What follows belongs to an exercise in optimizing a design on an open flow for small area and a short achievable clock period; a production flow would make more cautious choices.
Only simulation tests tie the RTL to the original design; equivalence was not proved.
No activity file was given, so power comes from the tool's default toggle rates.

File: flow/run.sh
#!/bin/bash
# synth_recipe.tcl (not shown) runs the flow's synth.tcl, then flattens the netlist and writes it again
# the make line also repeats each setting of config.mk as NAME=value (left out here)
make -C /OpenROAD-flow-scripts/flow DESIGN_CONFIG=/design/flow/config.mk WORK_HOME=/design/flow/orfs CLKGATE_MAP_FILE= SYNTH_SCRIPT=/design/flow/synth_recipe.tcl finish
File: flow/config.mk
export PLATFORM = sky130hd
export DESIGN_NAME = mem_bus_responder
export DESIGN_NICKNAME = mem_bus_responder
export VERILOG_FILES = /design/flow/design.v
export SDC_FILE = /design/flow/constraint.sdc
export NUM_CORES = 4
export LEC_CHECK = 0
export CAP_MARGIN = 20
export CORE_MARGIN = 2
export CORE_UTILIZATION = 40
export SLEW_MARGIN = 20
File: flow/constraint.sdc
create_clock -name core_clock -period 5.0 [get_ports {clk}]
set_input_delay 1.0000 -clock core_clock [delete_from_list [all_inputs] [get_ports {clk}]]
set_output_delay 1.0000 -clock core_clock [all_outputs]
set_load 0.01 [all_outputs]
File: flow/design.v
package mem_bus_responder_pkg;
    typedef enum logic [1:0] {
        S_LO   = 2'd0,
        S_HI   = 2'd1,
        S_WAIT = 2'd2,
        S_ACC  = 2'd3
    } state_t;
    localparam logic       PH_LO    = 1'b0;
    localparam logic       PH_HI    = 1'b1;
    localparam logic [7:0] OPEN_BUS = 8'hFF;
    function automatic logic in_window(input logic [15:0] addr,
                                       input logic [15:0] base,
                                       input int          bits);
        in_window = ((addr >> bits) == (base >> bits));
    endfunction
endpackage
module mem_bus_ram #(
    parameter int ADDR_BITS = 8
) (
    input  logic                 clk,
    input  logic                 we,
    input  logic [ADDR_BITS-1:0] idx,
    input  logic [7:0]           wr_data,
    output logic [7:0]           rd_data
);
    logic [7:0] mem [2**ADDR_BITS];
    always_ff @(posedge clk) begin
        if (we) begin
            mem[idx] <= wr_data;
        end
    end
    assign rd_data = mem[idx];
endmodule
module mem_bus_responder #(
    parameter int          ADDR_BITS   = 8,
    parameter logic [15:0] BASE_ADDR   = 16'h0000,
    parameter int          WAIT_STATES = 0,
    parameter logic [15:0] PROT_BASE   = 16'hFF00
) (
    input  logic       clk,
    input  logic       rst,
    input  logic [7:0] addr_bus,
    input  logic       phase,
    input  logic       rw,
    input  logic [7:0] data_in,
    output logic [7:0] data_out,
    output logic       data_oe,
    output logic       ready,
    output logic       hit,
    output logic       sync_err
);
    localparam logic PROT_EN = 1'b0;
    localparam logic [2:0] WAIT_LOAD = (WAIT_STATES > 0) ? 3'(WAIT_STATES - 1) : 3'd0;
    mem_bus_responder_pkg::state_t                 state;
    logic [7:0]             addr_lo;
    logic [7:0]             addr_hi;
    logic                   rw_q;
    logic [2:0]             wait_cnt;
    logic                   we_pend;
    logic [15:0]            acc_addr;
    logic                   acc_rw;
    logic                   acc_hit;
    logic                   acc_prot;
    logic                   enter_acc;
    logic [7:0]             rd_data;
    logic                   ram_we;
    assign acc_addr  = (state == mem_bus_responder_pkg::S_HI) ? {addr_bus, addr_lo} : {addr_hi, addr_lo};
    assign acc_rw    = (state == mem_bus_responder_pkg::S_HI) ? rw : rw_q;
    assign acc_hit   = mem_bus_responder_pkg::in_window(acc_addr, BASE_ADDR, ADDR_BITS);
    assign acc_prot  = PROT_EN && (acc_addr >= PROT_BASE);
    assign enter_acc = ((state == mem_bus_responder_pkg::S_HI) && (phase == mem_bus_responder_pkg::PH_HI) && (WAIT_STATES == 0)) ||
                       ((state == mem_bus_responder_pkg::S_WAIT) && (wait_cnt == 3'd0));
    assign ram_we    = (state == mem_bus_responder_pkg::S_ACC) && we_pend && !rst;
    mem_bus_ram #(
        .ADDR_BITS (ADDR_BITS)
    ) u_ram (
        .clk     (clk),
        .we      (ram_we),
        .idx     (acc_addr[ADDR_BITS-1:0]),
        .wr_data (data_in),
        .rd_data (rd_data)
    );
    always_ff @(posedge clk) begin
        if (rst) begin
            state    <= mem_bus_responder_pkg::S_LO;
            addr_lo  <= 8'h00;
            addr_hi  <= 8'h00;
            rw_q     <= 1'b1;
            wait_cnt <= 3'd0;
            we_pend  <= 1'b0;
            data_out <= 8'h00;
            data_oe  <= 1'b0;
            ready    <= 1'b1;
            hit      <= 1'b0;
            sync_err <= 1'b0;
        end else begin
            data_oe <= 1'b0;
            hit     <= 1'b0;
            we_pend <= 1'b0;
            if (enter_acc) begin
                hit     <= acc_hit;
                we_pend <= !acc_rw && acc_hit && !acc_prot;
                if (acc_rw) begin
                    data_out <= acc_hit ? rd_data : mem_bus_responder_pkg::OPEN_BUS;
                    data_oe  <= acc_hit;
                end
            end
            case (state)
                mem_bus_responder_pkg::S_LO: begin
                    if (phase == mem_bus_responder_pkg::PH_LO) begin
                        addr_lo <= addr_bus;
                        state   <= mem_bus_responder_pkg::S_HI;
                    end else begin
                        sync_err <= 1'b1;
                    end
                end
                mem_bus_responder_pkg::S_HI: begin
                    if (phase == mem_bus_responder_pkg::PH_HI) begin
                        addr_hi <= addr_bus;
                        rw_q    <= rw;
                        if (WAIT_STATES > 0) begin
                            state    <= mem_bus_responder_pkg::S_WAIT;
                            wait_cnt <= WAIT_LOAD;
                            ready    <= 1'b0;
                        end else begin
                            state <= mem_bus_responder_pkg::S_ACC;
                        end
                    end else begin
                        addr_lo <= addr_bus;
                    end
                end
                mem_bus_responder_pkg::S_WAIT: begin
                    if (wait_cnt == 3'd0) begin
                        state <= mem_bus_responder_pkg::S_ACC;
                        ready <= 1'b1;
                    end else begin
                        wait_cnt <= wait_cnt - 3'd1;
                    end
                end
                default: begin
                    state <= mem_bus_responder_pkg::S_LO;
                end
            endcase
        end
    end
endmodule
==> impl_results.md <==
- Syn_nets: 4009
- Slowest stage delay, CP: 0.99 ns
- Final core utilization: 45.6%
- Synth warnings: 2
- Die Wd: 454 um
- TritonCTS Buffers: 210
- First-iteration detailed-routing DRC count: 6086
- Power Dens Cells: 414 nW/um2
- Crit path required time: 5.76 ns
- Fillers: 16800
- RSZ-0062 raised after global routing: no
- CTS sink count: 2082
- Row cnt: 165
- Simple-gate share of the synthesized area: 3.62%
- Commonest non-fill, non-tap cell in the layout: edfxtp_1
- Slew HR: 16.0%
- H-Tree Level Count: 4
- Outcome: finished clean
- Number of gates resized after cts: 0
- Post-DRT Antenna Nets: 0
- Slowest CP cell: dfxtp_4
- Worst hold path type: register to register
- Worst path arrival time: 4.92 ns
- Tcrit/Tclk final: 83.2%
- Post-Layout Cell Count: 7008
- Final #Nets: 4183
- Die Height: 454 um
- Delay-heaviest family, CP: multiplexers
- Routability cong.: 0.927
- Synth Register Bits: 2082
- Leak: 27.7 nW
- Cells after Synth: 3982
- Gr usage total: 22.4%
- Fin Clk Skew: 0.0602 ns
- Max-cap violations: 0
- Pre-antenna DRT Iters: 7
- Clock buffer depth: 3
- Layout cells sized above 1: 22.7%
- Crit path kind: register to register
- First-pass GRT wire length: 324000 um
- Fin Setup TNS: 0 ns
- Global route overflow: 0
- Maximum vdd drop: 0.311 mV
- DR vias/cell: 6.01
- # hold bufs at CTS: 0
- Post-CTS Setup Bufs: 0
- Clk latency of the worst-skew pair: 0.86 ns
- Async S/R FF share, synth: 0%
- Vias in the first global route: 41200
- Crit start category: register
- Mux share of post-synthesis cell area: 14.6%
- Io pins: 32
- Initial Utilization: 40.2%
- Most used flip-flop cell after synthesis: edfxtp_1
- Endpoints failing setup: 0
- Final Max Tran Viols: 0
- Final hold vios: 0
- Initial antenna violation count: 12
- Mean Syn Cell Area: 20.3 um2
- Synth Area in Adders: 0.108%
- Total wire length: 232000 um
- Post-synth EDFFs: 2048
- Worst-path cell chain: buf_4 -> mux4_2 -> mux2i_1 -> o21ai_0 -> nor3_1 -> a31oi_1 -> a41o_1
- Placed cells: 6616
- Avg WL per Cell: 33.2 um
- Combinational family with the most area after synthesis: multiplexers
- Largest net degree at the start of global routing: 131
- Library cells used by synthesis: 78
- Area grow syn2layout: 13.5%
- Worst setup EP type: register
- DP Wirelength: 146000 um
- DRC viols: 0
- Post-synthesis compound-gate area fraction: 3.11%
- Via count: 42100
- Slew at the pin closest to its max-slew limit: 1.26 ns
- Clock root buffer: clkbuf_16
- Post-synthesis xor/xnor area fraction: 0.0108%
- Fmax: 0.240 GHz
- Period minus WS final: 4.16 ns
- PortBufs: 30
- Clock slew at reported path FFs: 0.06 ns
- Crit-path max FO: 38
- Total power: 38.0 mW
- Most frequent cells in the layout: edfxtp_1 (2048), mux4_2 (452), nor2_1 (322), clkbuf_16 (212), mux2i_1 (153)
- Die area: 206000 um2
- Seq/Total Area, Yosys: 76.8%
- Total core area: 202000 um2
- Crit path buf inv count: 1
- CTS tree: done
- Cell area after synthesis: 81000 um2
## registers in the layout, summed over array words and instances (netlist names), 2 cells and up
signal	cells
addr_hi	8
addr_lo	8
data_out	8
state	2
u_ram.mem	2048
wait_cnt	3
## cell type report
type	count	area [um2]	share of cell area [%]
clock inverter	114	1170	1.27
timing repair buffer	212	2100	2.28
sequential	2082	62200	67.7
tap	2672	3340	3.64
antenna	3	7.51	0.00817
multi-input combinational	1639	17500	19.0
inverter	11	41.3	0.0449
clock buffer	275	5620	6.11
## worst reg2reg max path, cell delays in order (launching register included)
cell	delay, ns
dfxtp_4	0.99
buf_4	0.55
mux4_2	0.57
mux2i_1	0.49
o21ai_0	0.24
nor3_1	0.51
a31oi_1	0.42
a41o_1	0.31
## cell families after synthesis
kind of cell,Yosys count
adder cells (fa/ha/maj),7
AND/OR/NAND/NOR,659
AO/OA/AOI/OAI,354
multiplexers,617
other,1
XOR/XNOR,1
flip-flops,2082
buffers and inverters,261
## metal layers
layer / up-vias / track usage, % / routed length [um]
met4: 2 / 9.42 / 10600
li1: 16800 / - / -
met3: 446 / 5.30 / 22900
met1: 22500 / 31.2 / 92600
met2: 2353 / 33.9 / 106000
met5: - / 0 / 19
## where the power goes
group	leakage [nW]	internal (mW)	switching [mW]
Clock	3.31	8.87	6.75
Sequential	18.7	19.2	0.144
Combinational	5.67	1.11	1.98
## cell usage after synthesis (10+ instances only)
| library cell | count | area [um2] |
|---|---|---|
| clkbuf_1 | 82 | 308 |
| mux2i_1 | 153 | 1530 |
| or3_1 | 10 | 62.6 |
| dfxtp_1 | 34 | 681 |
| a22o_1 | 13 | 114 |
| nand3_1 | 49 | 245 |
| buf_4 | 52 | 390 |
| a221oi_1 | 16 | 140 |
| nand2_1 | 150 | 563 |
| buf_2 | 79 | 395 |
| mux4_2 | 452 | 10200 |
| nor4_1 | 16 | 100 |
| nor2_1 | 324 | 1220 |
| nand2b_1 | 11 | 68.8 |
| buf_6 | 21 | 236 |
| o22ai_1 | 50 | 313 |
| o2111ai_1 | 12 | 105 |
| edfxtp_1 | 2048 | 61500 |
| buf_1 | 16 | 60.1 |
| o21ai_0 | 15 | 75.1 |
| a211oi_1 | 16 | 120 |
| mux2_2 | 12 | 135 |
| o211ai_1 | 12 | 90.1 |
| nor3_1 | 27 | 135 |
| a21oi_1 | 58 | 290 |
| a22oi_1 | 101 | 758 |
| a31oi_1 | 12 | 75.1 |
| nand4_1 | 13 | 81.3 |
## path summary, 6_finish.rpt
check	to	cells past startpoint	start	slack (ns)
setup / recovery	data_out[1]	7	addr_lo[0]	0.84
hold / removal	addr_hi[7]	2	addr_hi[7]	0.46
setup reg to reg	data_out[1]	7	addr_lo[0]	0.84
hold reg to reg	addr_hi[7]	2	addr_hi[7]	0.46
## metrics by stage
| stage | worst slack, ns | cell area (um2) | hold WS [ns] |
|---|---|---|---|
| floorplan | 2.30 | 81000 | 0.436 |
| global placement | 0.865 | 85100 | 0.444 |
| detailed placement | 0.843 | 85100 | 0.450 |
| CTS | 0.930 | 91900 | 0.460 |
| global route | 0.881 | 91900 | 0.488 |
| finish | 0.841 | 91900 | 0.456 |

==> re-timing with driven ports <==
In the flow no input, the clock included, has a driving cell. The finished layout below was timed again as built, in two steps.
Step 1 assumes that a clkbuf_16 drives the clock port and a buf_2 every other input.
Step 2 moves the port delays by t, midway between the first and last clock arrival at a register: inputs arrive t later, outputs are due t later. That takes back most of the time a late clock gives input paths.
Slacks: ideal / step 1 / step 2; pairs: ideal / step 1.
t (ns): 0.925
setup WS [ns]: 0.841 / 0.841 / 0.663
worst register clock-pin slew, ns: 0.07 / 0.07
worst slew at a driven data input, ns: 0.10
After both steps setup and hold are still met in this run. For this run, drivers alone change the setup slack by 0.000 ns; drivers and shift together by -0.178 ns.
